This design comes from an exercise in tuning for small area on the open sky130 flow, not from production work.
The RTL was checked by simulation tests, not by an equivalence proof against the original design.
Power figures rest on the tool's default switching activity, not on a simulated workload.

===== flow/config.mk =====
export PLATFORM = sky130hd
export DESIGN_NAME = sift_front_top
export DESIGN_NICKNAME = sift_front_top
export VERILOG_FILES = /design/flow/design.v
export SDC_FILE = /design/flow/constraint.sdc
export NUM_CORES = 4
export LEC_CHECK = 0
export CAP_MARGIN = 20
export CORE_MARGIN = 2
export CORE_UTILIZATION = 50
export CTS_BUF_LIST = sky130_fd_sc_hd__clkbuf_8
export CTS_CLUSTER_DIAMETER = 100
export CTS_CLUSTER_SIZE = 30
export SLEW_MARGIN = 20

===== flow/constraint.sdc =====
create_clock -name core_clock -period 10.0 [get_ports {clk_100mhz}]
set_input_delay 2.0000 -clock core_clock [delete_from_list [all_inputs] [get_ports {clk_100mhz}]]
set_output_delay 2.0000 -clock core_clock [all_outputs]
set_load 0.01 [all_outputs]

===== flow/design.v =====
`timescale 1ns/1ps
`default_nettype none
module sift_front_top (
    input  wire logic clk_100mhz,
    input  wire logic sys_rst,
    input  wire logic uart_rxd_i,
    input  wire logic send_req_i,
    output logic      uart_txd_o,
    output logic      frame_loaded_o,
    output logic      pyramid_done_o,
    output logic      busy_o
);
    function automatic logic [5:0] lfsr(input logic [5:0] v);
        lfsr = {v[4:0], ~(v[5] ^ v[4])};
    endfunction
    function automatic logic [1:0] jstep(input logic [1:0] v);
        jstep = {v[0], ~v[1]};
    endfunction
    logic       rxd_meta, rxd_sync;
    logic [4:0] rph;
    logic [5:0] rbaud;
    logic [7:0] rsh;
    logic       rx_wait, rx_stop, rx_data;
    logic       r9, r33, r0;
    logic       rstep, rkill;
    logic       rx_ok;       
    assign rx_wait = !rph[4] && !rph[0];
    assign rx_stop =  rph[4] && !rph[3];
    assign rx_data = !rx_wait && !rx_stop;
    assign r9      = (rbaud == 6'd9);      
    assign r33     = (rbaud == 6'd33);     
    assign r0      = (rbaud == 6'd0);
    assign rx_ok   = rx_stop && r9 && rxd_sync;
    assign rstep   = rx_wait ? (r33 && !rxd_sync) : r9;
    assign rkill   = sys_rst || (rx_wait ? (r33 || (r0 && rxd_sync)) : r9);
    always_ff @(posedge clk_100mhz) begin
        rxd_meta <= uart_rxd_i || sys_rst;
        rxd_sync <= rxd_meta || sys_rst;
        rbaud    <= rkill ? 6'd0 : lfsr(rbaud);
        if (sys_rst)    rph <= '0;
        else if (rstep) rph <= {rph[3:0], !rph[4]};
        if (rx_data && r9) rsh <= {rxd_sync, rsh[7:1]};
    end
    logic [7:0] ring [16];
    logic [3:0] ext;         
    logic       e2;          
    logic [3:0] ph;          
    logic [1:0] py, px;      
    logic       pdy, pdx;    
    logic       xl, yl;
    logic       hit;
    logic       pend;        
    logic       first;       
    logic       last;        
    logic       wr;
    logic [9:0] acc;
    logic [9:0] sum;
    logic [10:0] cy;
    logic [7:0] newv;
    assign hit   = (ph == {py, px});
    assign xl    = (px == 2'b10);
    assign yl    = (py == 2'b10);
    assign first = !pdy && !pdx;
    assign last  =  pdy &&  pdx;
    assign wr    = pend && hit && (!first || rx_data);
    assign acc   = first ? 10'd0 : {e2 && last, ext[0], ring[0]};
    always_comb begin
        cy[0] = 1'b0;
        for (int i = 0; i < 10; i++) begin
            sum[i]  = acc[i] ^ (i < 8 ? rsh[i] : 1'b0) ^ cy[i];
            cy[i+1] = (acc[i] & (i < 8 ? rsh[i] : 1'b0)) | (cy[i] & (acc[i] ^ (i < 8 ? rsh[i] : 1'b0)));
        end
    end
    assign newv = last ? sum[9:2] : sum[7:0];
    always_ff @(posedge clk_100mhz) begin
        for (int i = 0; i < 15; i++) ring[i] <= ring[i+1];
        ring[15] <= wr ? newv : ring[0];
        ext      <= {wr ? sum[8] : ext[0], ext[3:1]};
        if (wr) e2 <= sum[9];
    end
    localparam logic [3:0] Q_STOP = 4'd9, Q_LEAD = 4'd10, Q_WA = 4'd11, Q_WB = 4'd12, Q_IDLE = 4'd15;
    logic [3:0] seq;
    logic [5:0] tb;
    logic       nb;
    logic       lastc;
    logic       term;
    assign lastc = xl && yl;
    assign term  = (tb == 6'd9 && (seq <= 4'd8 || seq == Q_WA)) ||
                   (seq == Q_LEAD && tb == 6'd3) ||
                   (seq == Q_STOP && tb == (lastc ? 6'd19 : 6'd38)) ||
                   (seq == Q_WB && tb == 6'd58);
    assign busy_o         = (seq <= Q_LEAD);
    assign frame_loaded_o = (seq == Q_WA) && (tb == 6'd1);
    assign pyramid_done_o = (seq == Q_WB) && term;
    always_ff @(posedge clk_100mhz) begin
        tb <= (sys_rst || seq == Q_IDLE || term) ? 6'd0 : lfsr(tb);
        if (sys_rst) begin
            seq        <= Q_IDLE;
            uart_txd_o <= 1'b1;
            ph         <= '0;
            py         <= '0;
            px         <= '0;
            pdy        <= 1'b0;
            pdx        <= 1'b0;
            pend       <= 1'b0;
        end else begin
            ph[1:0] <= jstep(ph[1:0]);
            if (ph[1:0] == 2'b10) ph[3:2] <= jstep(ph[3:2]);
            if (rx_ok) pend <= 1'b1;
            else if (wr) begin
                pend <= 1'b0;
                pdx  <= !pdx;
                if (pdx) begin
                    px <= jstep(px);
                    if (xl) begin
                        pdy <= !pdy;
                        if (pdy) py <= jstep(py);
                    end
                end
            end
            case (seq)
                Q_IDLE: begin
                    if (send_req_i)                  seq <= Q_LEAD;
                    else if (rx_ok && last && lastc) seq <= Q_WA;
                end
                Q_WA: if (term) seq <= Q_WB;
                Q_WB: if (term) seq <= send_req_i ? Q_LEAD : Q_IDLE;
                Q_LEAD: if (term) begin
                    seq        <= 4'd0;
                    uart_txd_o <= 1'b0;
                end
                Q_STOP: if (term) begin
                    px         <= jstep(px);
                    if (xl) py <= jstep(py);
                    seq        <= lastc ? Q_IDLE : 4'd0;
                    uart_txd_o <= lastc;
                end
                4'd8: if (term) begin
                    seq        <= Q_STOP;
                    uart_txd_o <= 1'b1;
                end
                default: if (term) begin
                    seq        <= seq + 1'b1;
                    uart_txd_o <= nb;
                end
            endcase
        end
    end
    always_ff @(posedge clk_100mhz) begin
        if (hit) nb <= ring[0][seq[2:0]];
    end
endmodule
`default_nettype wire

===== flow/flow/run.sh =====
#!/bin/bash
# Standard layout, with clock tree synthesis told not to add dummy loads.
set -euo pipefail
export CTS_ARGS="-sink_clustering_enable -repair_clock_nets -dont_use_dummy_load -buf_list sky130_fd_sc_hd__clkbuf_8 -sink_clustering_size 50 -sink_clustering_max_diameter 200 -sink_buffer_max_cap_derate 1.0"
bash standard.sh > standard.log 2>&1

===== flow/standard.sh =====
#!/bin/bash
# synth_recipe.tcl (not shown) runs the flow's synth.tcl, then flattens the netlist and writes it again
# the make line also repeats each setting of config.mk as NAME=value (left out here)
make -C /OpenROAD-flow-scripts/flow DESIGN_CONFIG=/design/flow/config.mk WORK_HOME=/design/flow/orfs CLKGATE_MAP_FILE= SYNTH_SCRIPT=/design/flow/synth_recipe.tcl "${@:-finish}"

==> metrics.log, run 1 <==
[metrics] run status: complete, no violations
[metrics] Final Hold Viols: 0
[metrics] fraction of post-synthesis cell area in the top cell type by area: about 64%
[metrics] final critical-path share of the clock period: ~43%
[metrics] worst-case headroom to the max-slew limit: 56.6%
[metrics] arrival time at the worst endpoint: between 2 and 2.5 ns
[metrics] power density over the cells: 216 nW/um2
[metrics] Clk pin slew, worst setup/hold paths: approximately 0.08 ns
[metrics] endpoint kind of the worst setup timing path: output port
[metrics] P&R area growth vs syn: 8.24%
[metrics] count of antenna-violating nets left after detailed routing: 0
[metrics] crit-path max FO: 9
[metrics] Peak supply drop: roughly 0.12 mV
[metrics] area of the core region: 10,200 um2
[metrics] Site Rows: 37
[metrics] time the worst path needs with I/O delays and setup: between 4 and 5 ns
[metrics] clock tree skew after final layout: 0.0284 ns
[metrics] post-route worst hold slack: around 0.30 ns
[metrics] first-pass detailed-route iteration total: 4
[metrics] static leakage: between 2 and 2.5 nW
[metrics] TritonCTS clock tree: built
[metrics] final sum of negative setup slack: 0 ns
[metrics] top cells by area in the synthesized netlist: dfxtp_1 (64%), edfxtp_1 (5.7%), nor2_1 (2.8%)
[metrics] count of port buffers added during placement: 7
[metrics] clock latency on the worst-skew pair: 0.43 ns
[metrics] DRT iter0 DRCs: approximately 130
[metrics] post-synthesis async set-or-reset flop share: 0%
[metrics] clock tree buffer depth: 2
[metrics] total I/O pin count: 8
[metrics] critical setup path kind: flip-flop to output port
[metrics] number of buffers inserted to repair setup after CTS: 0
[metrics] die width: between 100 and 150 um
[metrics] post-layout power: ~1.2 mW
[metrics] share of the yosys chip area belonging to registers: 69.5%
[metrics] Synthesized Nets: 440
[metrics] Tot GR Track Use: between 10% and 20%
[metrics] dominant cell type by area after synthesis: dfxtp_1
[metrics] overall via count from detail_route: approximately 2,800
[metrics] Slew @ Worst Pin: about 0.65 ns
[metrics] initial antenna violation count: 0
[metrics] Worst setup SP type: flip-flop
[metrics] GP Congestion: approximately 0.9
[metrics] primary flip-flop cell chosen by synthesis mapping: dfxtp_1
[metrics] register bit count reported by yosys: roughly 180
[metrics] Syn Std Cell Area: 5240 um2
[metrics] max cap viols: 0
[metrics] drt wl/cell: ~13 um
[metrics] post-route standard cell area excluding fillers: roughly 5700 um2
[metrics] ranking of synthesized cells by instance count: dfxtp_1 (167), nor2_1 (39), nand2_1 (25)
[metrics] Post-Route WL: around 7400 um
[metrics] Post-layout nets: roughly 460
[metrics] number of global-route vias before repair: roughly 2,600
[metrics] root buffer selected by CTS: clkbuf_8
[metrics] # setup viols final: 0
[metrics] synth unique cells: 51
[metrics] post-synthesis average cell area: about 12 um2
[metrics] count of pins over their slew limit: 0
[metrics] setup repair after global routing missed its margin: false
[metrics] class of the tightest hold or removal check: flip-flop to flip-flop
[metrics] clock tree sinks: roughly 180
[metrics] required time at the worst-slack endpoint: ~8.0 ns
[metrics] Overflow after GRT: 0
[metrics] number of cells upsized or downsized after cts: 0
[metrics] Syn. warnings: 2
[metrics] hold bufs inserted after CTS: 0
[metrics] chip height: ~110 um
[metrics] H-tree levels: 4
[metrics] Antenna Diode Count: 0
[metrics] fraction of layout cells with a size suffix above 1: approximately 8%
[metrics] wire length of the first global-routing pass: 12,500 um
[metrics] number of synthesized flops with an enable pin: 10
[metrics] full die area: 11,300 um2
[metrics] number of remaining DRC errors: 0
[metrics] area post-placement: 5440 um2
[metrics] number of buffers inserted during clock tree synthesis: 17
[metrics] achievable frequency: between 200 and 250 MHz
[metrics] largest net degree at the start of global routing: 25
[metrics] sum of net half-perimeters after detailed placement: about 4900 um
[metrics] starting density of the core: about half
[metrics] number of standard cells after synthesis: between 400 and 500
[metrics] most used standard cell by instance count after synthesis: dfxtp_1
[metrics] via density per instance: 4.93
## critical path: stages (launching register included)
cell and delay (ns):
dfxtp_1 0.42, inv_1 0.12, ha_1 0.29, nand4_1 0.12, nor4_1 0.34, clkdlybuf4s50_1 0.62
## per-stage QoR
stage	cells	setup WS (ns)	util, %
2_1_floorplan	420	6.24	-
3_5_place_dp	552	6.01	53.1
6_report	569	5.67	55.4
5_1_grt	569	5.45	55.4
4_1_cts	569	5.62	55.4
3_3_place_gp	552	6.17	53.1
## path summary, 6_finish.rpt
kind / start / end / slack [ns] / depth (start not counted)
worst max-delay path: seq[0] / pyramid_done_o / 5.67 / 5
worst min-delay path: ring[12][1] / ring[11][1] / 0.30 / 0
worst max register to register: pdx / ring[15][7] / 6.01 / 18
worst min register to register: ring[12][1] / ring[11][1] / 0.30 / 0
## state kept, by name, summed over array words and instances (netlist names)
signal	flops
rbaud	6
nb	1
e2	1
pdx	1
ring	128
rxd_sync	1
rxd_meta	1
pdy	1
ph	4
rsh	8
rph	5
px	2
tb	6
seq	4
ext	4
py	2
pend	1
uart_txd_o	1
## per-layer routing
layer | GRT usage [%] | vias to the layer above | routed length [um]
li1 | - | 1415 | -
met1 | 19.7 | 1343 | 3760
met2 | 20.7 | 35 | 3150
met4 | 8.46 | 0 | 173
met3 | 4.78 | 13 | 280
met5 | 0 | - | 0
## power by group
group | leakage [nW] | total (mW) | switching, mW | internal (mW)
Combinational | 0.723 | 0.130 | 0.0713 | 0.0588
Sequential | 1.44 | 0.748 | 0.0223 | 0.725
Clock | 0.122 | 0.348 | 0.198 | 0.150
## logic make-up (layout without fill, tap and decap cells)
kind of cell / count (synthesis) / in the layout / synth area share (%)
xor+xnor: 7 / 7 / 1.17
flops: 177 / 177 / 69.5
buf+inv: 33 / 46 / 2.46
simple gates: 118 / 118 / 11.6
compound gates: 51 / 51 / 6.38
mux: 18 / 18 / 4.01
fa+ha+maj: 16 / 16 / 4.82
## placed cells by master (no fill, tap or decap), types with 2 or more instances in the layout
cell             count
fa_1                 7
a31oi_1              3
nor4_1               2
dfxtp_1            167
inv_1               21
nand2b_1             3
mux4_2               2
nor2b_1             11
and2_1               8
nand3b_1             3
nor2_1              39
a21oi_1             15
mux2_2               4
and4bb_2             3
clkbuf_8            17
a211oi_1             3
xnor2_1              2
o21ai_0             12
edfxtp_1            10
nand2_1             25
mux2i_1             12
ha_1                 9
and3_1               2
clkdlybuf4s50_1      7
and4_1               3
nand3_1              6
nor3_1               3
o21ai_1              2
xor2_1               5
or2_2                5
## cell type report
type,count,area [um2]
fillers,870,4560
flip-flops and latches,177,3640
multi-input cells,210,1470
clock buffers,17,234
well taps,136,170
inverters,21,78.8
repair buffers,8,77.6
==> run 2, diff against run 1 <==
==> flow/flow/run.sh (replaced) <==
#!/bin/bash
# Standard layout, with clock tree synthesis told not to add dummy loads.
set -euo pipefail
export CTS_ARGS="-sink_clustering_enable -repair_clock_nets -dont_use_dummy_load -buf_list sky130_fd_sc_hd__clkbuf_8 -sink_clustering_size 44 -sink_clustering_max_diameter 500 -sink_clustering_levels 1"
bash standard.sh > standard.log 2>&1
==> run 2 against run 1 <==
Compared with the run above:
- critical path depth stayed put
- via count unchanged
- first-iteration DRC count stayed put
- synthesized cell count stayed put
- largest cell class unchanged
- highest routed layer unchanged
==> metrics.log, run 2 <==
[metrics] leading registers by flop count: ring (128), rsh (8) (unchanged)
[metrics] run status: complete, no violations (unchanged)
[metrics] via density per instance: 4.93 (unchanged)
[metrics] fraction of the mapped netlist area in compound gates: 6.38% (unchanged)
[metrics] stage delay of the slowest cell on the critical path: 0.62 ns (about the same)
[metrics] endpoint kind of the worst setup timing path: output port (unchanged)
[metrics] Synthesized Nets: 440 (unchanged)
[metrics] static leakage: 2.28 nW (unchanged)
[metrics] ranking of synthesized cells by instance count: dfxtp_1 (167), nor2_1 (39), nand2_1 (25) (unchanged)
[metrics] top cells by area in the synthesized netlist: dfxtp_1 (64%), edfxtp_1 (5.7%), nor2_1 (2.8%) (unchanged)
[metrics] buffer and inverter count on the worst path: 2 (unchanged)
[metrics] die width: 106 um (unchanged)
[metrics] total I/O pin count: 8 (unchanged)
[metrics] worst setup path startpoint: seq[0] (unchanged)
[metrics] hold bufs inserted after CTS: 0 (unchanged)
[metrics] Antenna Diode Count: 0 (unchanged)
[metrics] Post-layout nets: 455 (unchanged)
[metrics] number of gates on the worst path with buffers counted: 5 (unchanged)
[metrics] required time at the worst-slack endpoint: 8.00 ns (about the same)
[metrics] Post-Route WL: 7370 um (unchanged)
[metrics] starting density of the core: 51.2% (unchanged)
[metrics] clock tree sinks: 177 (unchanged)
[metrics] power density over the cells: 216 nW/um2 (unchanged)
[metrics] critical setup path kind: flip-flop to output port (unchanged)
[metrics] number of standard cells after synthesis: 420 (unchanged)
[metrics] synth unique cells: 51 (unchanged)
[metrics] fraction of layout cells with a size suffix above 1: 8.08% (unchanged)
[metrics] Tot GR Track Use: 14.7% (unchanged)
[metrics] class of the tightest hold or removal check: flip-flop to flip-flop (unchanged)
[metrics] r2r startpoint: pdx (unchanged)
[metrics] share of synthesized area spent on multiplexers: 4.01% (unchanged)
[metrics] count of pins over their slew limit: 0 (unchanged)
[metrics] P&R area growth vs syn: 8.24% (unchanged)
[metrics] Overflow after GRT: 0 (unchanged)
[metrics] TritonCTS clock tree: built (unchanged)
[metrics] most used standard cell by instance count after synthesis: dfxtp_1 (unchanged)
[metrics] Clk pin slew, worst setup/hold paths: 0.08 ns (about the same)
[metrics] worst reg2reg setup slack: 6.01 ns (about the same)
[metrics] worst-case headroom to the max-slew limit: 56.6% (unchanged)
[metrics] Worst Setup EP: pyramid_done_o (unchanged)
[metrics] achievable frequency: 231 MHz (unchanged)
[metrics] Most flops, register: ring (unchanged)
[metrics] drt wl/cell: 12.9 um (unchanged)
[metrics] xor and xnor area share after synthesis: 1.17% (unchanged)
[metrics] DRT iter0 DRCs: 128 (unchanged)
[metrics] count of port buffers added during placement: 7 (unchanged)
[metrics] final critical-path share of the clock period: 43.3% (unchanged)
[metrics] crit-path max FO: 9 (unchanged)
[metrics] cell-by-cell trace of the critical path: inv_1 > ha_1 > nand4_1 > nor4_1 > clkdlybuf4s50_1 (unchanged)
[metrics] sum of net half-perimeters after detailed placement: 4870 um (unchanged)
[metrics] wire length of the first global-routing pass: 12,500 um (unchanged)
[metrics] clock latency on the worst-skew pair: 0.43 ns (about the same)
[metrics] Site Rows: 37 (unchanged)
[metrics] Final Hold Viols: 0 (unchanged)
[metrics] first-pass detailed-route iteration total: 4 (unchanged)
[metrics] post-route worst hold slack: 0.296 ns (unchanged)
[metrics] primary flip-flop cell chosen by synthesis mapping: dfxtp_1 (unchanged)
[metrics] register bit count reported by yosys: 177 (unchanged)
[metrics] arrival time at the worst endpoint: 2.33 ns (about the same)
[metrics] full die area: 11,300 um2 (unchanged)
[metrics] depth of the worst register-to-register path: 18 (unchanged)
[metrics] Peak supply drop: 0.116 mV (unchanged)
[metrics] number of synthesized flops with an enable pin: 10 (unchanged)
[metrics] number of flip-flops under the largest register name: 128 (unchanged)
[metrics] post-synthesis async set-or-reset flop share: 0% (unchanged)
[metrics] # setup viols final: 0 (unchanged)
[metrics] most frequent standard cell in the layout excluding fill and tap cells: dfxtp_1 (unchanged)
[metrics] share of the yosys chip area belonging to registers: 69.5% (unchanged)
[metrics] number of global-route vias before repair: 2,606 (unchanged)
[metrics] final sum of negative setup slack: 0 ns (unchanged)
[metrics] slowest library cell on the worst path: clkdlybuf4s50_1 (unchanged)
[metrics] arithmetic-cell share of the synthesized area counting full adders, half adders and majority gates: 4.82% (unchanged)
[metrics] GP Congestion: 0.884 (unchanged)
[metrics] hold path startpoint: ring[12][1] (unchanged)
[metrics] number of remaining DRC errors: 0 (unchanged)
[metrics] area of the core region: 10,200 um2 (unchanged)
[metrics] Slew @ Worst Pin: 0.648 ns (unchanged)
[metrics] H-tree levels: 4 (unchanged)
[metrics] Syn. warnings: 2 (unchanged)
[metrics] fill cell total of the finished layout: 870 (unchanged)
[metrics] kind of cell adding the most delay to the critical path: buffers and inverters (unchanged)
[metrics] setup repair after global routing missed its margin: false (unchanged)
[metrics] post-route core utilization: 55.4% (unchanged)
[metrics] clock tree skew after final layout: 0.0284 ns (unchanged)
[metrics] count of antenna-violating nets left after detailed routing: 0 (unchanged)
[metrics] root buffer selected by CTS: clkbuf_8 (unchanged)
[metrics] main combinational cell family by area after synthesis: simple AND/OR/NAND/NOR gates (unchanged)
[metrics] chip height: 106 um (unchanged)
[metrics] dominant cell type by area after synthesis: dfxtp_1 (unchanged)
[metrics] initial antenna violation count: 0 (unchanged)
[metrics] number of cells upsized or downsized after cts: 0 (unchanged)
[metrics] post-synthesis average cell area: 12.5 um2 (unchanged)
[metrics] end of the worst register-to-register path: ring[15][7] (unchanged)
[metrics] largest net degree at the start of global routing: 25 (unchanged)
[metrics] number of buffers inserted to repair setup after CTS: 0 (unchanged)
[metrics] time the worst path needs with I/O delays and setup: 4.33 ns (unchanged)
[metrics] overall via count from detail_route: 2,806 (unchanged)
[metrics] clock tree buffer depth: 2 (unchanged)
[metrics] Syn Std Cell Area: 5240 um2 (unchanged)
[metrics] number of buffers inserted during clock tree synthesis: 17 (unchanged)
[metrics] top library cells by usage in the layout, fill and taps aside: dfxtp_1 (167), nor2_1 (39), nand2_1 (25) (unchanged)
[metrics] max cap viols: 0 (unchanged)
[metrics] post-synthesis share of cell area spent on and, or, nand and nor gates: 11.6% (unchanged)
[metrics] fraction of post-synthesis cell area in the top cell type by area: 63.8% (unchanged)
[metrics] Worst setup SP type: flip-flop (unchanged)
## run 2: cell counts after synthesis
Identical to the previous run, type by type.
## run 2: layout make-up
type / instances / area [um2] / area share [%]
flip-flops and latches: 177 / 3640 / 64.2
multi-input cells: 210 / 1470 / 25.9
clock buffers: 17 / 234 / 4.13
well taps: 136 / 170 / 3.00
inverters: 21 / 78.8 / 1.39
repair buffers: 8 / 77.6 / 1.37
## run 2: per-layer routing
layer	vias up	global-route usage, %	wire length, um
met5	-	0	0
met4	0	8.46	173
met3	13	4.78	280
met2	35	20.7	3150
met1	1343	19.7	3760
li1	1415	-	-
## run 2: kinds of logic after synthesis
group,after synthesis
flip-flops,177
AND/OR/NAND/NOR,118
AO/OA/AOI/OAI,51
buffers and inverters,33
multiplexers,18
adder cells (fa/ha/maj),16
XOR/XNOR,7
## run 2: worst reg2reg max path, stage by stage (launching register included)
cell and delay, ns:
dfxtp_1 0.39, nor2_1 0.37, nor2b_1 0.10, ha_1 0.19, inv_1 0.06, fa_1 0.18, fa_1 0.16, inv_1 0.05
fa_1 0.37, fa_1 0.37, inv_1 0.07, fa_1 0.15, inv_1 0.05, fa_1 0.37, fa_1 0.38, ha_1 0.20
xnor2_1 0.20, mux2i_1 0.10, mux2i_1 0.15
## run 2: how the worst min path moves through the flow
stage	to	slack, ns	cells past startpoint
CTS	ring[11][1]	0.30	0
detailed placement	ring[14][2]	0.31	0
global route	ring[11][1]	0.31	0
finish	ring[11][1]	0.30	0
floorplan	ext[0]	0.31	0
global placement	ring[11][4]	0.31	0
## run 2: power by group
group	total, mW	internal [mW]	switching, mW
Combinational	0.130	0.0588	0.0713
Sequential	0.748	0.725	0.0223
Clock	0.348	0.150	0.198
## run 2: metrics by stage
stage	total power, mW	setup WS, ns	area (um2)	instances
finish	1.23	5.67	5670	569
CTS	1.24	5.62	5670	569
global route	1.28	5.45	5670	569
floorplan	0.862	6.24	5240	420
detailed placement	0.893	6.01	5440	552
global placement	0.891	6.17	5440	552
==> run 3, diff against run 2 <==
==> flow/flow/run.sh (replaced) <==
#!/bin/bash
# Standard layout, with clock tree synthesis told not to add dummy loads.
set -euo pipefail
export CTS_ARGS="-repair_clock_nets -dont_use_dummy_load -buf_list sky130_fd_sc_hd__clkbuf_16 -distance_between_buffers 500 -branching_point_buffers_distance 500"
bash standard.sh > standard.log 2>&1
==> run 3 against run 2 <==
Compared with the run above:
- register-to-register slack gained 0.02 ns
- clock power up 47%
- critical path type unchanged
- critical path depth unchanged
- critical endpoint unchanged
- combinational power hardly changed
- largest cell class unchanged
- largest power group unchanged
==> metrics.log, run 3 <==
[metrics] run status: complete, no violations (unchanged)
[metrics] count of antenna-violating nets left after detailed routing: 0 (unchanged)
[metrics] via density per instance: 4.90 (was 4.93)
[metrics] P&R area growth vs syn: 11.9% (was 8.24%)
[metrics] starting density of the core: 51.2% (unchanged)
[metrics] Peak supply drop: 0.170 mV (was 0.116 mV)
[metrics] Overflow after GRT: 0 (unchanged)
[metrics] Synthesized Nets: 440 (unchanged)
[metrics] number of buffers inserted to repair setup after CTS: 0 (unchanged)
[metrics] synth unique cells: 51 (unchanged)
[metrics] clock tree skew after final layout: 0.0220 ns (was 0.0284 ns)
[metrics] largest net degree at the start of global routing: 25 (unchanged)
[metrics] required time at the worst-slack endpoint: 8.00 ns (about the same)
[metrics] static leakage: 2.37 nW (was 2.28 nW)
[metrics] post-route standard cell area excluding fillers: 5860 um2 (was 5670 um2)
[metrics] sum of net half-perimeters after detailed placement: 4870 um (unchanged)
[metrics] area post-placement: 5440 um2 (unchanged)
[metrics] slowest library cell on the worst path: clkdlybuf4s50_1 (unchanged)
[metrics] stage delay of the slowest cell on the critical path: 0.62 ns (about the same)
[metrics] crit-path max FO: 9 (unchanged)
[metrics] Antenna Diode Count: 0 (unchanged)
[metrics] count of port buffers added during placement: 7 (unchanged)
[metrics] wire length of the first global-routing pass: 12,600 um (was 12,500 um)
[metrics] cell count of the worst hold path: 0 (unchanged)
[metrics] Syn. warnings: 2 (unchanged)
[metrics] most frequent standard cell in the layout excluding fill and tap cells: dfxtp_1 (unchanged)
[metrics] endpoint kind of the worst setup timing path: output port (unchanged)
[metrics] achievable frequency: 232 MHz (was 231 MHz)
[metrics] Tot GR Track Use: 15.0% (was 14.7%)
[metrics] most used standard cell by instance count after synthesis: dfxtp_1 (unchanged)
[metrics] worst-case headroom to the max-slew limit: 55.5% (was 56.6%)
[metrics] Post-Route WL: 7400 um (was 7370 um)
[metrics] max cap viols: 0 (unchanged)
[metrics] leading registers by flop count: ring (128), rsh (8) (unchanged)
[metrics] clock tree sinks: 177 (unchanged)
[metrics] drt wl/cell: 13.0 um (was 12.9 um)
[metrics] number of flip-flops under the largest register name: 128 (unchanged)
[metrics] number of standard cells after synthesis: 420 (unchanged)
[metrics] Worst Slack Setup Final: 5.69 ns (was 5.67 ns)
[metrics] H-tree levels: 4 (unchanged)
[metrics] primary flip-flop cell chosen by synthesis mapping: dfxtp_1 (unchanged)
[metrics] dominant cell type by area after synthesis: dfxtp_1 (unchanged)
[metrics] Post-layout nets: 455 (unchanged)
[metrics] Setup Slack @ Placement: 6.01 ns (unchanged)
[metrics] r2r startpoint: pdx (unchanged)
[metrics] top library cells by usage in the layout, fill and taps aside: dfxtp_1 (167), nor2_1 (39), nand2_1 (25) (unchanged)
[metrics] overall via count from detail_route: 2,789 (was 2,806)
[metrics] share of the yosys chip area belonging to registers: 69.5% (unchanged)
[metrics] final sum of negative setup slack: 0 ns (unchanged)
[metrics] DRT iter0 DRCs: 115 (was 128)
[metrics] post-synthesis async set-or-reset flop share: 0% (unchanged)
[metrics] critical setup path kind: flip-flop to output port (unchanged)
[metrics] GP Congestion: 0.884 (unchanged)
[metrics] initial antenna violation count: 0 (unchanged)
[metrics] final critical-path share of the clock period: 43.1% (was 43.3%)
[metrics] number of synthesized flops with an enable pin: 10 (unchanged)
[metrics] cell-by-cell trace of the critical path: inv_1 > ha_1 > nand4_1 > nor4_1 > clkdlybuf4s50_1 (unchanged)
[metrics] full die area: 11,300 um2 (unchanged)
[metrics] post-layout power: 1.39 mW (was 1.23 mW)
[metrics] worst setup path startpoint: seq[0] (unchanged)
[metrics] clock tree buffer depth: 2 (unchanged)
[metrics] depth of the worst register-to-register path: 18 (unchanged)
[metrics] number of remaining DRC errors: 0 (unchanged)
[metrics] hold bufs inserted after CTS: 0 (unchanged)
[metrics] number of buffers inserted during clock tree synthesis: 17 (unchanged)
[metrics] Worst Hold End: ring[11][1] (unchanged)
[metrics] Site Rows: 37 (unchanged)
[metrics] Slew @ Worst Pin: 0.664 ns (was 0.648 ns)
[metrics] Clk pin slew, worst setup/hold paths: 0.06 ns (was 0.08 ns)
[metrics] # setup viols final: 0 (unchanged)
[metrics] number of global-route vias before repair: 2,612 (was 2,606)
[metrics] number of cells upsized or downsized after cts: 0 (unchanged)
[metrics] setup repair after global routing missed its margin: false (unchanged)
[metrics] chip height: 106 um (unchanged)
[metrics] top cells by area in the synthesized netlist: dfxtp_1 (64%), edfxtp_1 (5.7%), nor2_1 (2.8%) (unchanged)
[metrics] register bit count reported by yosys: 177 (unchanged)
[metrics] TritonCTS clock tree: built (unchanged)
[metrics] fraction of post-synthesis cell area in the top cell type by area: 63.8% (unchanged)
[metrics] total I/O pin count: 8 (unchanged)
[metrics] Worst setup SP type: flip-flop (unchanged)
[metrics] Most flops, register: ring (unchanged)
[metrics] fraction of layout cells with a size suffix above 1: 8.08% (unchanged)
[metrics] die width: 106 um (unchanged)
[metrics] end of the worst register-to-register path: ring[15][7] (unchanged)
[metrics] clock latency on the worst-skew pair: 0.41 ns (was 0.43 ns)
[metrics] root buffer selected by CTS: clkbuf_16 (was clkbuf_8)
[metrics] post-synthesis average cell area: 12.5 um2 (unchanged)
[metrics] Syn Std Cell Area: 5240 um2 (unchanged)
[metrics] first-pass detailed-route iteration total: 5 (was 4)
[metrics] count of pins over their slew limit: 0 (unchanged)
[metrics] class of the tightest hold or removal check: flip-flop to flip-flop (unchanged)
[metrics] ranking of synthesized cells by instance count: dfxtp_1 (167), nor2_1 (39), nand2_1 (25) (unchanged)
[metrics] arrival time at the worst endpoint: 2.31 ns (was 2.33 ns)
[metrics] time the worst path needs with I/O delays and setup: 4.31 ns (was 4.33 ns)
[metrics] power density over the cells: 237 nW/um2 (was 216 nW/um2)
[metrics] worst reg2reg setup slack: 6.03 ns (was 6.01 ns)
[metrics] hold path startpoint: ring[12][1] (unchanged)
[metrics] Final Hold Viols: 0 (unchanged)
[metrics] area of the core region: 10,200 um2 (unchanged)
[run 3: cell counts after synthesis]
No cell type changed its count.
[run 3: power by group]
group          internal (mW)  switching, mW  total [mW]
combinational         0.0588         0.0714       0.130
sequential             0.727         0.0221       0.749
clock                  0.294          0.217       0.512
[run 3: worst max path at each step]
stage,to,slack [ns]
3_3_place_gp,pyramid_done_o,6.17
5_1_grt,pyramid_done_o,5.48
6_report,pyramid_done_o,5.69
3_5_place_dp,ring[15][7],6.01
4_1_cts,pyramid_done_o,5.65
2_1_floorplan,ext[3],6.24
[run 3: kinds of logic after synthesis]
kind of cell / Yosys count / synth area share [%]
DFF: 177 / 69.5
and+or+nand+nor: 118 / 11.6
AOI/OAI and AO/OA: 51 / 6.38
buffers and inverters: 33 / 2.46
muxes: 18 / 4.01
adders and majority gates: 16 / 4.82
xor gates and xnor gates: 7 / 1.17
[run 3: area by class of cell]
type,count,area [um2]
inverter,21,78.8
sequential,177,3640
timing repair buffer,8,77.6
multi-input combinational,210,1470
tap,136,170
clock buffer,17,425
fill,837,4370
[run 3: worst max-delay path, delay by kind of cell (launching register included)]
family	cells	cell delay [ns]
adders and majority gates	1	0.30
buffers and inverters	2	0.74
DFF	1	0.41
and+or+nand+nor	2	0.46
[run 3: per-layer routing]
layer / GRT usage (%) / wire length (um) / up-vias
met5: 0 / 0 / -
met4: 7.33 / 113 / 0
met3: 6.44 / 379 / 11
met2: 21.3 / 3250 / 38
met1: 19.6 / 3660 / 1323
li1: - / - / 1417
[run 3: per-stage QoR]
step	cells	hold WS, ns	utilization (%)
floorplan	420	0.310	-
global placement	552	0.310	53.1
detailed placement	552	0.312	53.1
CTS	569	0.306	57.3
global route	569	0.312	57.3
finish	569	0.303	57.3
==> run 4, diff against run 3 <==
==> flow/run.sh (new file) <==
#!/bin/bash
# synth_recipe.tcl (not shown) runs the flow's synth.tcl, then flattens the netlist and writes it again
# the make line also repeats each setting of config.mk as NAME=value (left out here)
make -C /OpenROAD-flow-scripts/flow DESIGN_CONFIG=/design/flow/config.mk WORK_HOME=/design/flow/orfs CLKGATE_MAP_FILE= SYNTH_SCRIPT=/design/flow/synth_recipe.tcl finish
removed: flow/flow/run.sh
removed: flow/standard.sh
==> run 4 against run 3 <==
Compared with the run above:
- still clean on timing, DRC and antenna
- register-to-register slack got worse by 0.02 ns
- utilization is 0.51 points lower
- critical path depth is the same
- fmax shrank 0.80%
- routed wire length up 1.6%
- clock power is 12% lower
- synthesized cell count is the same
- synthesized area unchanged
- sequential power about the same
- highest routed layer unchanged
==> metrics.log, run 4 <==
[metrics] fraction of post-synthesis cell area in the top cell type by area: 63.8% (unchanged)
[metrics] Most flops, register: ring (unchanged)
[metrics] full die area: 11,300 um2 (unchanged)
[metrics] count of port buffers added during placement: 7 (unchanged)
[metrics] kind of cell adding the most delay to the critical path: buffers and inverters (unchanged)
[metrics] number of buffers inserted to repair setup after CTS: 0 (unchanged)
[metrics] sum of net half-perimeters after detailed placement: 4870 um (unchanged)
[metrics] achievable frequency: 230 MHz (was 232 MHz)
[metrics] Post-layout nets: 455 (unchanged)
[metrics] worst reg2reg setup slack: 6.01 ns (was 6.03 ns)
[metrics] dominant cell type by area after synthesis: dfxtp_1 (unchanged)
[metrics] fraction of layout cells with a size suffix above 1: 11.2% (was 8.08%)
[metrics] number of gates on the worst path with buffers counted: 5 (unchanged)
[metrics] DRT iter0 DRCs: 103 (was 115)
[metrics] first-pass detailed-route iteration total: 4 (was 5)
[metrics] time the worst path needs with I/O delays and setup: 4.35 ns (was 4.31 ns)
[metrics] hold bufs inserted after CTS: 0 (unchanged)
[metrics] clock tree skew after final layout: 0.0144 ns (was 0.0220 ns)
[metrics] final sum of negative setup slack: 0 ns (unchanged)
[metrics] clock latency on the worst-skew pair: 0.44 ns (was 0.41 ns)
[metrics] Worst setup SP type: flip-flop (unchanged)
[metrics] register bit count reported by yosys: 177 (unchanged)
[metrics] cell-by-cell trace of the critical path: inv_1 > ha_1 > nand4_1 > nor4_1 > clkdlybuf4s50_1 (unchanged)
[metrics] # setup viols final: 0 (unchanged)
[metrics] post-layout power: 1.33 mW (was 1.39 mW)
[metrics] Antenna Diode Count: 0 (unchanged)
[metrics] largest net degree at the start of global routing: 25 (unchanged)
[metrics] end of the worst register-to-register path: ring[15][7] (unchanged)
[metrics] worst setup path startpoint: seq[0] (unchanged)
[metrics] die width: 106 um (unchanged)
[metrics] share of the yosys chip area belonging to registers: 69.5% (unchanged)
[metrics] number of synthesized flops with an enable pin: 10 (unchanged)
[metrics] Final Hold Viols: 0 (unchanged)
[metrics] critical setup path kind: flip-flop to output port (unchanged)
[metrics] count of antenna-violating nets left after detailed routing: 0 (unchanged)
[metrics] wire length the detailed router placed on met1: 3870 um (was 3660 um)
[metrics] number of flip-flops under the largest register name: 128 (unchanged)
[metrics] primary flip-flop cell chosen by synthesis mapping: dfxtp_1 (unchanged)
[metrics] clock tree sinks: 177 (unchanged)
[metrics] r2r startpoint: pdx (unchanged)
[metrics] highest routed layer: met4 (unchanged)
[metrics] Worst Hold End: ring[11][1] (unchanged)
[metrics] Slew @ Worst Pin: 0.650 ns (was 0.664 ns)
[metrics] number of buffers inserted during clock tree synthesis: 17 (unchanged)
[metrics] run status: complete, no violations (unchanged)
[metrics] Clk pin slew, worst setup/hold paths: 0.10 ns (was 0.06 ns)
[metrics] initial antenna violation count: 0 (unchanged)
[metrics] Syn. warnings: 2 (unchanged)
[metrics] root buffer selected by CTS: clkbuf_8 (was clkbuf_16)
[metrics] GP Congestion: 0.884 (unchanged)
[metrics] fill cell total of the finished layout: 850 (was 837)
[metrics] setup repair after global routing missed its margin: false (unchanged)
[metrics] ranking of synthesized cells by instance count: dfxtp_1 (167), nor2_1 (39), nand2_1 (25) (unchanged)
[metrics] max cap viols: 0 (unchanged)
[metrics] Site Rows: 37 (unchanged)
[metrics] final critical-path share of the clock period: 43.5% (was 43.1%)
[metrics] number of standard cells after synthesis: 420 (unchanged)
[metrics] Detail Route met2 WL: 3290 um (was 3250 um)
[metrics] class of the tightest hold or removal check: flip-flop to flip-flop (unchanged)
[metrics] Peak supply drop: 0.122 mV (was 0.170 mV)
[metrics] power density over the cells: 229 nW/um2 (was 237 nW/um2)
[metrics] met3 layer wire length in the routed design: 264 um (was 379 um)
[metrics] top cells by area in the synthesized netlist: dfxtp_1 (64%), edfxtp_1 (5.7%), nor2_1 (2.8%) (unchanged)
[metrics] number of cells upsized or downsized after cts: 0 (unchanged)
[metrics] buffer and inverter count on the worst path: 2 (unchanged)
[metrics] P&R area growth vs syn: 10.9% (was 11.9%)
[metrics] via density per instance: 4.84 (was 4.90)
[metrics] number of remaining DRC errors: 0 (unchanged)
[metrics] slowest library cell on the worst path: clkdlybuf4s50_1 (unchanged)
[metrics] depth of the worst register-to-register path: 18 (unchanged)
[metrics] Overflow after GRT: 0 (unchanged)
[metrics] worst-case headroom to the max-slew limit: 56.5% (was 55.5%)
[metrics] leading registers by flop count: ring (128), rsh (8) (unchanged)
[metrics] number of global-route vias before repair: 2,630 (was 2,612)
[metrics] Syn Std Cell Area: 5240 um2 (unchanged)
[metrics] static leakage: 2.35 nW (was 2.37 nW)
[metrics] top library cells by usage in the layout, fill and taps aside: dfxtp_1 (167), nor2_1 (39), nand2_1 (25) (unchanged)
[metrics] cell count of the worst hold path: 0 (unchanged)
[metrics] overall via count from detail_route: 2,827 (was 2,789)
[metrics] Synthesized Nets: 440 (unchanged)
[metrics] count of pins over their slew limit: 0 (unchanged)
[metrics] post-synthesis async set-or-reset flop share: 0% (unchanged)
[metrics] crit-path max FO: 9 (unchanged)
[metrics] TritonCTS clock tree: built (unchanged)
[metrics] hold path startpoint: ring[12][1] (unchanged)
[metrics] Tot GR Track Use: 14.8% (was 15.0%)
[metrics] post-synthesis average cell area: 12.5 um2 (unchanged)
[metrics] most frequent standard cell in the layout excluding fill and tap cells: dfxtp_1 (unchanged)
[metrics] starting density of the core: 51.2% (unchanged)
[metrics] total I/O pin count: 8 (unchanged)
[metrics] area of the core region: 10,200 um2 (unchanged)
[metrics] Post-Route WL: 7520 um (was 7400 um)
[metrics] chip height: 106 um (unchanged)
[metrics] endpoint kind of the worst setup timing path: output port (unchanged)
[metrics] drt wl/cell: 12.9 um (was 13.0 um)
[metrics] synth unique cells: 51 (unchanged)
[metrics] H-tree levels: 4 (unchanged)
[metrics] wire length of the first global-routing pass: 12,600 um (about the same)
[metrics] stage delay of the slowest cell on the critical path: 0.62 ns (about the same)
[metrics] most used standard cell by instance count after synthesis: dfxtp_1 (unchanged)
[metrics] required time at the worst-slack endpoint: 8.00 ns (about the same)
[metrics] clock tree buffer depth: 2 (unchanged)
[metrics] arrival time at the worst endpoint: 2.35 ns (was 2.31 ns)
-- run 4: worst reg2reg max path: stages (launching register included) --
cell	delay, ns
dfxtp_1	0.39
nor2_1	0.37
nor2b_1	0.10
ha_1	0.19
inv_1	0.06
fa_1	0.18
fa_1	0.16
inv_1	0.05
fa_1	0.37
fa_1	0.37
inv_1	0.07
fa_1	0.15
inv_1	0.05
fa_1	0.37
fa_1	0.38
ha_1	0.20
xnor2_1	0.20
mux2i_1	0.10
mux2i_1	0.15
-- run 4: power by group --
group | internal [mW] | total (mW) | switching (mW) | leakage [nW]
logic | 0.0587 | 0.131 | 0.0725 | 0.723
registers | 0.725 | 0.747 | 0.0226 | 1.44
clock network | 0.184 | 0.450 | 0.266 | 0.185
-- run 4: routing by layer --
layer,vias up,global-route usage (%)
li1,1435,-
met1,1356,19.8
met2,29,21.5
met3,7,5.33
met4,0,6.48
met5,-,0
-- run 4: cells by family after synthesis --
family | after synthesis | share of synthesized area (%)
buffers and inverters | 33 | 2.46
DFF | 177 | 69.5
adders and majority gates | 16 | 4.82
AOI/OAI and AO/OA | 51 | 6.38
and+or+nand+nor | 118 | 11.6
muxes | 18 | 4.01
xor gates and xnor gates | 7 | 1.17
-- run 4: through the flow --
step / setup slack [ns] / std cells / hold WS (ns) / util [%] / cell area, um2
after floorplan: 6.24 / 420 / 0.310 / - / 5240
after global placement: 6.17 / 552 / 0.310 / 53.1 / 5440
after detailed placement: 6.01 / 552 / 0.312 / 53.1 / 5440
after CTS: 5.60 / 584 / 0.324 / 56.8 / 5810
after global routing: 5.43 / 584 / 0.329 / 56.8 / 5810
final: 5.65 / 584 / 0.319 / 56.8 / 5810
-- run 4: worst max path at each step --
stage                           to  slack (ns)
floorplan                   ext[3]        6.24
global placement    pyramid_done_o        6.17
detailed placement     ring[15][7]        6.01
CTS                 pyramid_done_o        5.60
global route        pyramid_done_o        5.43
finish              pyramid_done_o        5.65
-- run 4: final cells by class --
cell class | instances | area [um2] | share of cell area [%]
inverter | 21 | 78.8 | 1.36
sequential | 177 | 3640 | 62.7
multi-input combinational | 210 | 1470 | 25.3
clock inverter | 15 | 139 | 2.39
clock buffer | 17 | 234 | 4.03
tap | 136 | 170 | 2.93
timing repair buffer | 8 | 77.6 | 1.34
==> run 5, diff against run 4 <==
==> flow/flow/run.sh (new file) <==
#!/bin/bash
# Standard layout, with clock tree synthesis told not to add dummy loads.
set -euo pipefail
export CTS_ARGS="-sink_clustering_enable -repair_clock_nets -dont_use_dummy_load -buf_list sky130_fd_sc_hd__clkbuf_8 -sink_clustering_size 30 -sink_clustering_max_diameter 100"
bash standard.sh > standard.log 2>&1
==> flow/standard.sh (new file) <==
#!/bin/bash
# synth_recipe.tcl (not shown) runs the flow's synth.tcl, then flattens the netlist and writes it again
# the make line also repeats each setting of config.mk as NAME=value (left out here)
make -C /OpenROAD-flow-scripts/flow DESIGN_CONFIG=/design/flow/config.mk WORK_HOME=/design/flow/orfs CLKGATE_MAP_FILE= SYNTH_SCRIPT=/design/flow/synth_recipe.tcl "${@:-finish}"
removed: flow/run.sh
==> run 5 against run 4 <==
Compared with the run above:
- routed wire length is 2.1% lower
- highest routed layer unchanged
- clock skew is 0.014 ns higher
- first-iteration DRC count increased by 24%
- still clean on timing, DRC and antenna
- global-route usage down 0.079 points
- sequential power is essentially flat
- sequential share of layout area rose by 1.5 points
- register-to-register slack about the same
- synthesized cell count unchanged
- critical endpoint unchanged
- hold slack lost 0.022 ns
- non-clock buffer count did not move
- utilization decreased by 1.4 points
- critical path depth did not move
==> metrics.log, run 5 <==
[metrics] number of synthesized flops with an enable pin: 10 (unchanged)
[metrics] Synthesized Nets: 440 (unchanged)
[metrics] max cap viols: 0 (unchanged)
[metrics] count of port buffers added during placement: 7 (unchanged)
[metrics] class of the tightest hold or removal check: flip-flop to flip-flop (unchanged)
[metrics] achievable frequency: 231 MHz (was 230 MHz)
[metrics] most frequent standard cell in the layout excluding fill and tap cells: dfxtp_1 (unchanged)
[metrics] time the worst path needs with I/O delays and setup: 4.33 ns (was 4.35 ns)
[metrics] Overflow after GRT: 0 (unchanged)
[metrics] first-pass detailed-route iteration total: 4 (unchanged)
[metrics] Peak supply drop: 0.116 mV (was 0.122 mV)
[metrics] number of cells upsized or downsized after cts: 0 (unchanged)
[metrics] GP Congestion: 0.884 (unchanged)
[metrics] root buffer selected by CTS: clkbuf_8 (unchanged)
[metrics] total I/O pin count: 8 (unchanged)
[metrics] Post-Route WL: 7370 um (was 7520 um)
[metrics] # setup viols final: 0 (unchanged)
[metrics] chip height: 106 um (unchanged)
[metrics] TritonCTS clock tree: built (unchanged)
[metrics] overall via count from detail_route: 2,806 (was 2,827)
[metrics] count of pins over their slew limit: 0 (unchanged)
[metrics] share of the yosys chip area belonging to registers: 69.5% (unchanged)
[metrics] Setup Slack @ Placement: 6.01 ns (unchanged)
[metrics] number of buffers inserted to repair setup after CTS: 0 (unchanged)
[metrics] P&R area growth vs syn: 8.24% (was 10.9%)
[metrics] Site Rows: 37 (unchanged)
[metrics] post-synthesis async set-or-reset flop share: 0% (unchanged)
[metrics] clock latency on the worst-skew pair: 0.43 ns (was 0.44 ns)
[metrics] starting density of the core: 51.2% (unchanged)
[metrics] sum of net half-perimeters after detailed placement: 4870 um (unchanged)
[metrics] endpoint kind of the worst setup timing path: output port (unchanged)
[metrics] required time at the worst-slack endpoint: 8.00 ns (about the same)
[metrics] ranking of synthesized cells by instance count: dfxtp_1 (167), nor2_1 (39), nand2_1 (25) (unchanged)
[metrics] placed cells: 552 (unchanged)
[metrics] DRT iter0 DRCs: 128 (was 103)
[metrics] dominant cell type by area after synthesis: dfxtp_1 (unchanged)
[metrics] Slew @ Worst Pin: 0.648 ns (was 0.650 ns)
[metrics] register bit count reported by yosys: 177 (unchanged)
[metrics] arrival time at the worst endpoint: 2.33 ns (was 2.35 ns)
[metrics] number of global-route vias before repair: 2,606 (was 2,630)
[metrics] final sum of negative setup slack: 0 ns (unchanged)
[metrics] wire length of the first global-routing pass: 12,500 um (was 12,600 um)
[metrics] Worst setup SP type: flip-flop (unchanged)
[metrics] Most flops, register: ring (unchanged)
[metrics] number of remaining DRC errors: 0 (unchanged)
[metrics] Final Hold Viols: 0 (unchanged)
[metrics] synth unique cells: 51 (unchanged)
[metrics] fill cell total of the finished layout: 870 (was 850)
[metrics] number of flip-flops under the largest register name: 128 (unchanged)
[metrics] leading registers by flop count: ring (128), rsh (8) (unchanged)
[metrics] fraction of post-synthesis cell area in the top cell type by area: 63.8% (unchanged)
[metrics] power density over the cells: 216 nW/um2 (was 229 nW/um2)
[metrics] top library cells by usage in the layout, fill and taps aside: dfxtp_1 (167), nor2_1 (39), nand2_1 (25) (unchanged)
[metrics] Clk pin slew, worst setup/hold paths: 0.08 ns (was 0.10 ns)
[metrics] fraction of layout cells with a size suffix above 1: 8.08% (was 11.2%)
[metrics] Tot GR Track Use: 14.7% (was 14.8%)
[metrics] hold bufs inserted after CTS: 0 (unchanged)
[metrics] most used standard cell by instance count after synthesis: dfxtp_1 (unchanged)
[metrics] Antenna Diode Count: 0 (unchanged)
[metrics] crit-path max FO: 9 (unchanged)
[metrics] post-synthesis average cell area: 12.5 um2 (unchanged)
[metrics] Worst Slack Setup Final: 5.67 ns (was 5.65 ns)
[metrics] area of the core region: 10,200 um2 (unchanged)
[metrics] H-tree levels: 4 (unchanged)
[metrics] largest net degree at the start of global routing: 25 (unchanged)
[metrics] Syn. warnings: 2 (unchanged)
[metrics] clock tree buffer depth: 2 (unchanged)
[metrics] critical setup path kind: flip-flop to output port (unchanged)
[metrics] primary flip-flop cell chosen by synthesis mapping: dfxtp_1 (unchanged)
[metrics] worst-case headroom to the max-slew limit: 56.6% (was 56.5%)
[metrics] via density per instance: 4.93 (was 4.84)
[metrics] static leakage: 2.28 nW (was 2.35 nW)
[metrics] Post-layout nets: 455 (unchanged)
[metrics] run status: complete, no violations (unchanged)
[metrics] clock tree sinks: 177 (unchanged)
[metrics] initial antenna violation count: 0 (unchanged)
[metrics] count of antenna-violating nets left after detailed routing: 0 (unchanged)
[metrics] setup repair after global routing missed its margin: false (unchanged)
[metrics] die width: 106 um (unchanged)
[metrics] number of buffers inserted during clock tree synthesis: 17 (unchanged)
[metrics] final critical-path share of the clock period: 43.3% (was 43.5%)
[metrics] top cells by area in the synthesized netlist: dfxtp_1 (64%), edfxtp_1 (5.7%), nor2_1 (2.8%) (unchanged)
[metrics] clock tree skew after final layout: 0.0284 ns (was 0.0144 ns)
[metrics] final non-filler cell total: 569 (was 584)
[metrics] full die area: 11,300 um2 (unchanged)
[metrics] drt wl/cell: 12.9 um (about the same)
[metrics] number of standard cells after synthesis: 420 (unchanged)
[metrics] Syn Std Cell Area: 5240 um2 (unchanged)
==> run 5: cell counts after synthesis <==
No cell type changed its count.
==> run 5: final timing paths <==
check | depth (start not counted) | to | slack [ns] | start
max reg2reg | 18 | ring[15][7] | 6.01 | pdx
max | 5 | pyramid_done_o | 5.67 | seq[0]
min reg2reg | 0 | ring[11][1] | 0.30 | ring[12][1]
min | 0 | ring[11][1] | 0.30 | ring[12][1]
==> run 5: layout make-up <==
type	count	area, um2	area share (%)
sequential	177	3640	64.2
timing repair buffer	8	77.6	1.37
multi-input combinational	210	1470	25.9
tap	136	170	3.00
inverter	21	78.8	1.39
clock buffer	17	234	4.13
==> run 5: report_power, final <==
group,switching (mW),internal [mW],total [mW]
combinational,0.0713,0.0588,0.130
clock,0.198,0.150,0.348
sequential,0.0223,0.725,0.748
==> run 5: logic make-up after synthesis <==
logic type	Yosys count	synth area share, %
DFF	177	69.5
AOI/OAI and AO/OA	51	6.38
adders and majority gates	16	4.82
and+or+nand+nor	118	11.6
muxes	18	4.01
buffers and inverters	33	2.46
xor gates and xnor gates	7	1.17
==> run 5: layer usage <==
metal	GRT usage [%]	up-vias	part of all wire (%)	wire length, um
met5	0	-	0	0
met4	8.46	0	2.3	173
met3	4.78	13	3.8	280
met2	20.7	35	43	3150
met1	19.7	1343	51	3760
li1	-	1415	-	-
==> run 5: critical path, cell delays in order, from the launching register on <==
cell and delay [ns]:
dfxtp_1 0.42, inv_1 0.12, ha_1 0.29, nand4_1 0.12
nor4_1 0.34, clkdlybuf4s50_1 0.62
==> run 5: stage by stage <==
step | hold slack [ns] | utilization [%] | instance area (um2) | power, mW
floorplan | 0.310 | - | 5240 | 0.862
global placement | 0.310 | 53.1 | 5440 | 0.891
detailed placement | 0.312 | 53.1 | 5440 | 0.893
CTS | 0.302 | 55.4 | 5670 | 1.24
global route | 0.305 | 55.4 | 5670 | 1.28
finish | 0.296 | 55.4 | 5670 | 1.23
==> run 6, diff against run 5 <==
==> flow/flow/run.sh (replaced) <==
#!/bin/bash
# The standard layout (the standard.sh, standard synthesis unchanged), with two changes:
# clock tree synthesis adds no dummy loads, and the port buffers are buf_1 cells.
set -euo pipefail
export CTS_ARGS="-sink_clustering_enable -repair_clock_nets -dont_use_dummy_load -buf_list sky130_fd_sc_hd__clkbuf_8 -sink_clustering_size 30 -sink_clustering_max_diameter 100"
export BUFFER_PORTS_ARGS="-buffer_cell sky130_fd_sc_hd__buf_1"
bash standard.sh > standard.log 2>&1
==> run 6 against run 5 <==
Compared with the run above:
- still clean on timing, DRC and antenna
- flip-flop and latch count unchanged
- clock power down 1%
- fmax is 5.8% higher
- sequential share of layout area increased by 0.50 points
==> metrics.log, run 6 <==
[metrics] depth of the worst register-to-register path: 18 (unchanged)
[metrics] post-route core utilization: 55.0% (was 55.4%)
[metrics] number of global-route vias before repair: 2,648 (was 2,606)
[metrics] drt wl/cell: 13.0 um (was 12.9 um)
[metrics] Worst setup SP type: flip-flop (unchanged)
[metrics] Overflow after GRT: 0 (unchanged)
[metrics] Slew @ Worst Pin: 0.629 ns (was 0.648 ns)
[metrics] DRT iter0 DRCs: 122 (was 128)
[metrics] endpoint kind of the worst setup timing path: flip-flop (was output port)
[metrics] chip height: 106 um (unchanged)
[metrics] overall via count from detail_route: 2,801 (was 2,806)
[metrics] final sum of negative setup slack: 0 ns (unchanged)
[metrics] slowest library cell on the worst path: dfxtp_1 (was clkdlybuf4s50_1)
[metrics] fill cell total of the finished layout: 886 (was 870)
[metrics] most used standard cell by instance count after synthesis: dfxtp_1 (unchanged)
[metrics] hold path startpoint: ring[13][5] (was ring[12][1])
[metrics] power density over the cells: 216 nW/um2 (about the same)
[metrics] ranking of synthesized cells by instance count: dfxtp_1 (167), nor2_1 (39), nand2_1 (25) (unchanged)
[metrics] time the worst path needs with I/O delays and setup: 4.09 ns (was 4.33 ns)
[metrics] count of port buffers added during placement: 7 (unchanged)
[metrics] post-route worst hold slack: 0.306 ns (was 0.296 ns)
[metrics] via density per instance: 4.92 (was 4.93)
[metrics] initial antenna violation count: 0 (unchanged)
[metrics] r2r startpoint: pdx (unchanged)
[metrics] clock latency on the worst-skew pair: 0.44 ns (was 0.43 ns)
[metrics] Syn. warnings: 2 (unchanged)
[metrics] count of pins over their slew limit: 0 (unchanged)
[metrics] number of cells upsized or downsized after cts: 0 (unchanged)
[metrics] critical setup path kind: flip-flop to flip-flop (was flip-flop to output port)
[metrics] fraction of layout cells with a size suffix above 1: 8.08% (unchanged)
[metrics] crit-path max FO: 9 (unchanged)
[metrics] Tot GR Track Use: 14.6% (was 14.7%)
[metrics] setup repair after global routing missed its margin: false (unchanged)
[metrics] area of the core region: 10,200 um2 (unchanged)
[metrics] achievable frequency: 244 MHz (was 231 MHz)
[metrics] share of the yosys chip area belonging to registers: 69.5% (unchanged)
[metrics] Post-Route WL: 7370 um (about the same)
[metrics] required time at the worst-slack endpoint: 10.35 ns (was 8.00 ns)
[metrics] number of remaining DRC errors: 0 (unchanged)
[metrics] H-tree levels: 4 (unchanged)
[metrics] Site Rows: 37 (unchanged)
[metrics] final critical-path share of the clock period: 40.9% (was 43.3%)
[metrics] Syn Std Cell Area: 5240 um2 (unchanged)
[metrics] end of the worst register-to-register path: ring[15][7] (unchanged)
[metrics] GP Congestion: 0.852 (was 0.884)
[metrics] P&R area growth vs syn: 7.40% (was 8.24%)
[metrics] largest net degree at the start of global routing: 25 (unchanged)
[metrics] leading registers by flop count: ring (128), rsh (8) (unchanged)
[metrics] most frequent standard cell in the layout excluding fill and tap cells: dfxtp_1 (unchanged)
[metrics] Final Hold Viols: 0 (unchanged)
[metrics] top library cells by usage in the layout, fill and taps aside: dfxtp_1 (167), nor2_1 (39), nand2_1 (25) (unchanged)
[metrics] clock tree skew after final layout: 0.0306 ns (was 0.0284 ns)
[metrics] hold bufs inserted after CTS: 0 (unchanged)
[metrics] number of synthesized flops with an enable pin: 10 (unchanged)
[metrics] worst reg2reg setup slack: 5.91 ns (was 6.01 ns)
[metrics] count of antenna-violating nets left after detailed routing: 0 (unchanged)
[metrics] cell count of the worst hold path: 0 (unchanged)
[metrics] cell-by-cell trace of the critical path: nor2_1 > nor2b_1 > ha_1 > inv_1 > fa_1 > fa_1 > inv_1 > fa_1 > fa_1 > inv_1 > fa_1 > inv_1 > fa_1 > fa_1 > ha_1 > xnor2_1 > mux2i_1 > mux2i_1 (was inv_1 > ha_1 > nand4_1 > nor4_1 > clkdlybuf4s50_1)
[metrics] root buffer selected by CTS: clkbuf_8 (unchanged)
[metrics] stage delay of the slowest cell on the critical path: 0.40 ns (was 0.62 ns)
[metrics] Worst Hold End: ring[12][5] (was ring[11][1])
[metrics] starting density of the core: 51.2% (unchanged)
[metrics] sum of net half-perimeters after detailed placement: 4910 um (was 4870 um)
[metrics] top cells by area in the synthesized netlist: dfxtp_1 (64%), edfxtp_1 (5.7%), nor2_1 (2.8%) (unchanged)
[metrics] Peak supply drop: 0.121 mV (was 0.116 mV)
[metrics] run status: complete, no violations (unchanged)
[metrics] post-synthesis average cell area: 12.5 um2 (unchanged)
[metrics] Clk pin slew, worst setup/hold paths: 0.09 ns (was 0.08 ns)
[metrics] fraction of post-synthesis cell area in the top cell type by area: 63.8% (unchanged)
[metrics] number of flip-flops under the largest register name: 128 (unchanged)
[metrics] TritonCTS clock tree: built (unchanged)
[metrics] # setup viols final: 0 (unchanged)
[metrics] Most flops, register: ring (unchanged)
[metrics] post-synthesis async set-or-reset flop share: 0% (unchanged)
[metrics] Antenna Diode Count: 0 (unchanged)
[metrics] clock tree buffer depth: 2 (unchanged)
[metrics] static leakage: 2.26 nW (was 2.28 nW)
[metrics] full die area: 11,300 um2 (unchanged)
[metrics] arrival time at the worst endpoint: 4.44 ns (was 2.33 ns)
[metrics] synth unique cells: 51 (unchanged)
[metrics] register bit count reported by yosys: 177 (unchanged)
[metrics] dominant cell type by area after synthesis: dfxtp_1 (unchanged)
[metrics] max cap viols: 0 (unchanged)
[metrics] number of standard cells after synthesis: 420 (unchanged)
[metrics] worst-case headroom to the max-slew limit: 57.9% (was 56.6%)
[metrics] clock tree sinks: 177 (unchanged)
[metrics] total I/O pin count: 8 (unchanged)
[metrics] first-pass detailed-route iteration total: 5 (was 4)
[metrics] wire length of the first global-routing pass: 12,600 um (was 12,500 um)
[metrics] die width: 106 um (unchanged)
[metrics] primary flip-flop cell chosen by synthesis mapping: dfxtp_1 (unchanged)
[metrics] Synthesized Nets: 440 (unchanged)
[metrics] class of the tightest hold or removal check: flip-flop to flip-flop (unchanged)
[metrics] Most Frequent Cell on Critical Path: fa_1
[metrics] number of buffers inserted during clock tree synthesis: 17 (unchanged)
[metrics] Post-layout nets: 455 (unchanged)
[metrics] number of buffers inserted to repair setup after CTS: 0 (unchanged)
## run 6: layout make-up
class	instances	area, um2	share of cell area, %
Sequential cell	177	3640	64.7
Multi-Input combinational cell	210	1470	26.1
Clock buffer	17	234	4.16
Tap cell	136	170	3.02
Inverter	21	78.8	1.40
Timing Repair Buffer	8	33.8	0.600
## run 6: worst max-delay path: cells and delay by family (launching register included)
family	cells	cell delay [ns]
xor+xnor	1	0.21
buf+inv	4	0.25
simple gates	2	0.51
fa+ha+maj	9	2.40
flops	1	0.40
mux	2	0.25
## run 6: routing by layer
| layer | track usage, % | wire length, um | up-vias |
|---|---|---|---|
| li1 | - | - | 1413 |
| met2 | 20.7 | 3140 | 58 |
| met1 | 19.7 | 3750 | 1315 |
| met5 | 0 | 0 | - |
| met3 | 5.21 | 345 | 15 |
| met4 | 7.52 | 142 | 0 |
## run 6: kinds of logic (layout without fill, tap and decap cells)
family | Yosys count | after routing | synth area share, %
AO/OA/AOI/OAI | 51 | 51 | 6.38
AND/OR/NAND/NOR | 118 | 118 | 11.6
flip-flops | 177 | 177 | 69.5
multiplexers | 18 | 18 | 4.01
adder cells (fa/ha/maj) | 16 | 16 | 4.82
buffers and inverters | 33 | 46 | 2.46
XOR/XNOR | 7 | 7 | 1.17
## run 6: power breakdown
group	leakage (nW)	switching (mW)	internal [mW]
logic	0.705	0.0721	0.0548
registers	1.44	0.0216	0.725
clock network	0.122	0.194	0.150
## run 6: worst max-delay path by stage
| stage | from | endpoint | slack (ns) | depth (start not counted) |
|---|---|---|---|---|
| 6_report | pdx | ring[15][7] | 5.91 | 18 |
| 5_1_grt | pdx | ring[15][7] | 5.64 | 18 |
| 4_1_cts | pdx | ring[15][7] | 5.93 | 18 |
| 3_5_place_dp | pdx | ring[15][7] | 5.95 | 18 |
| 3_3_place_gp | pdx | ring[15][7] | 6.19 | 18 |
| 2_1_floorplan | pdx | ext[3] | 6.24 | 17 |
## run 6: stage by stage
stage	total power [mW]	setup WS (ns)	area (um2)	cells
detailed placement	0.889	5.95	5390	552
global placement	0.889	6.19	5390	552
finish	1.22	5.91	5630	569
global route	1.28	5.64	5630	569
CTS	1.24	5.93	5630	569
floorplan	0.862	6.24	5240	420

==> what the ideal ports hide <==
In the flow no input, the clock included, has a driving cell. The finished layouts below were timed again as built, in two steps.
Step 1 sets driving cells, clkbuf_16 on the clock port and buf_2 on the other inputs (assumed; they add their load-dependent delay and slew).
Step 2, shift: input delay + t, output delay - t, t = (earliest + latest rising clock arrival at the registers) / 2. This alone moves slack from input paths to output paths.
a / b / c = no drivers / after step 1 / after step 2; a / b = the first two.
| run | t, ns | setup WS [ns] | hold WS [ns] | worst setup path after step 2 | clock arrival spread, ns |
|---|---|---|---|---|---|
| run 1 | 0.460 | 5.670 / 5.635 / 6.008 | 0.296 / 0.296 / 0.296 | register to register | 0.043 / 0.042 |
| run 2 | 0.460 | 5.670 / 5.635 / 6.008 | 0.296 / 0.296 / 0.296 | register to register | 0.043 / 0.042 |
| run 3 | 0.446 | 5.687 / 5.649 / 6.031 | 0.303 / 0.303 / 0.303 | register to register | 0.032 / 0.031 |
| run 4 | 0.467 | 5.652 / 5.618 / 6.012 | 0.319 / 0.319 / 0.319 | register to register | 0.017 / 0.017 |
| run 5 | 0.460 | 5.670 / 5.635 / 6.008 | 0.296 / 0.296 / 0.296 | register to register | 0.043 / 0.042 |
| run 6 | 0.454 | 5.909 / 5.909 / 5.909 | 0.306 / 0.306 / 0.306 | register to register | 0.032 / 0.032 |
After both steps setup and hold are still met in every run listed.
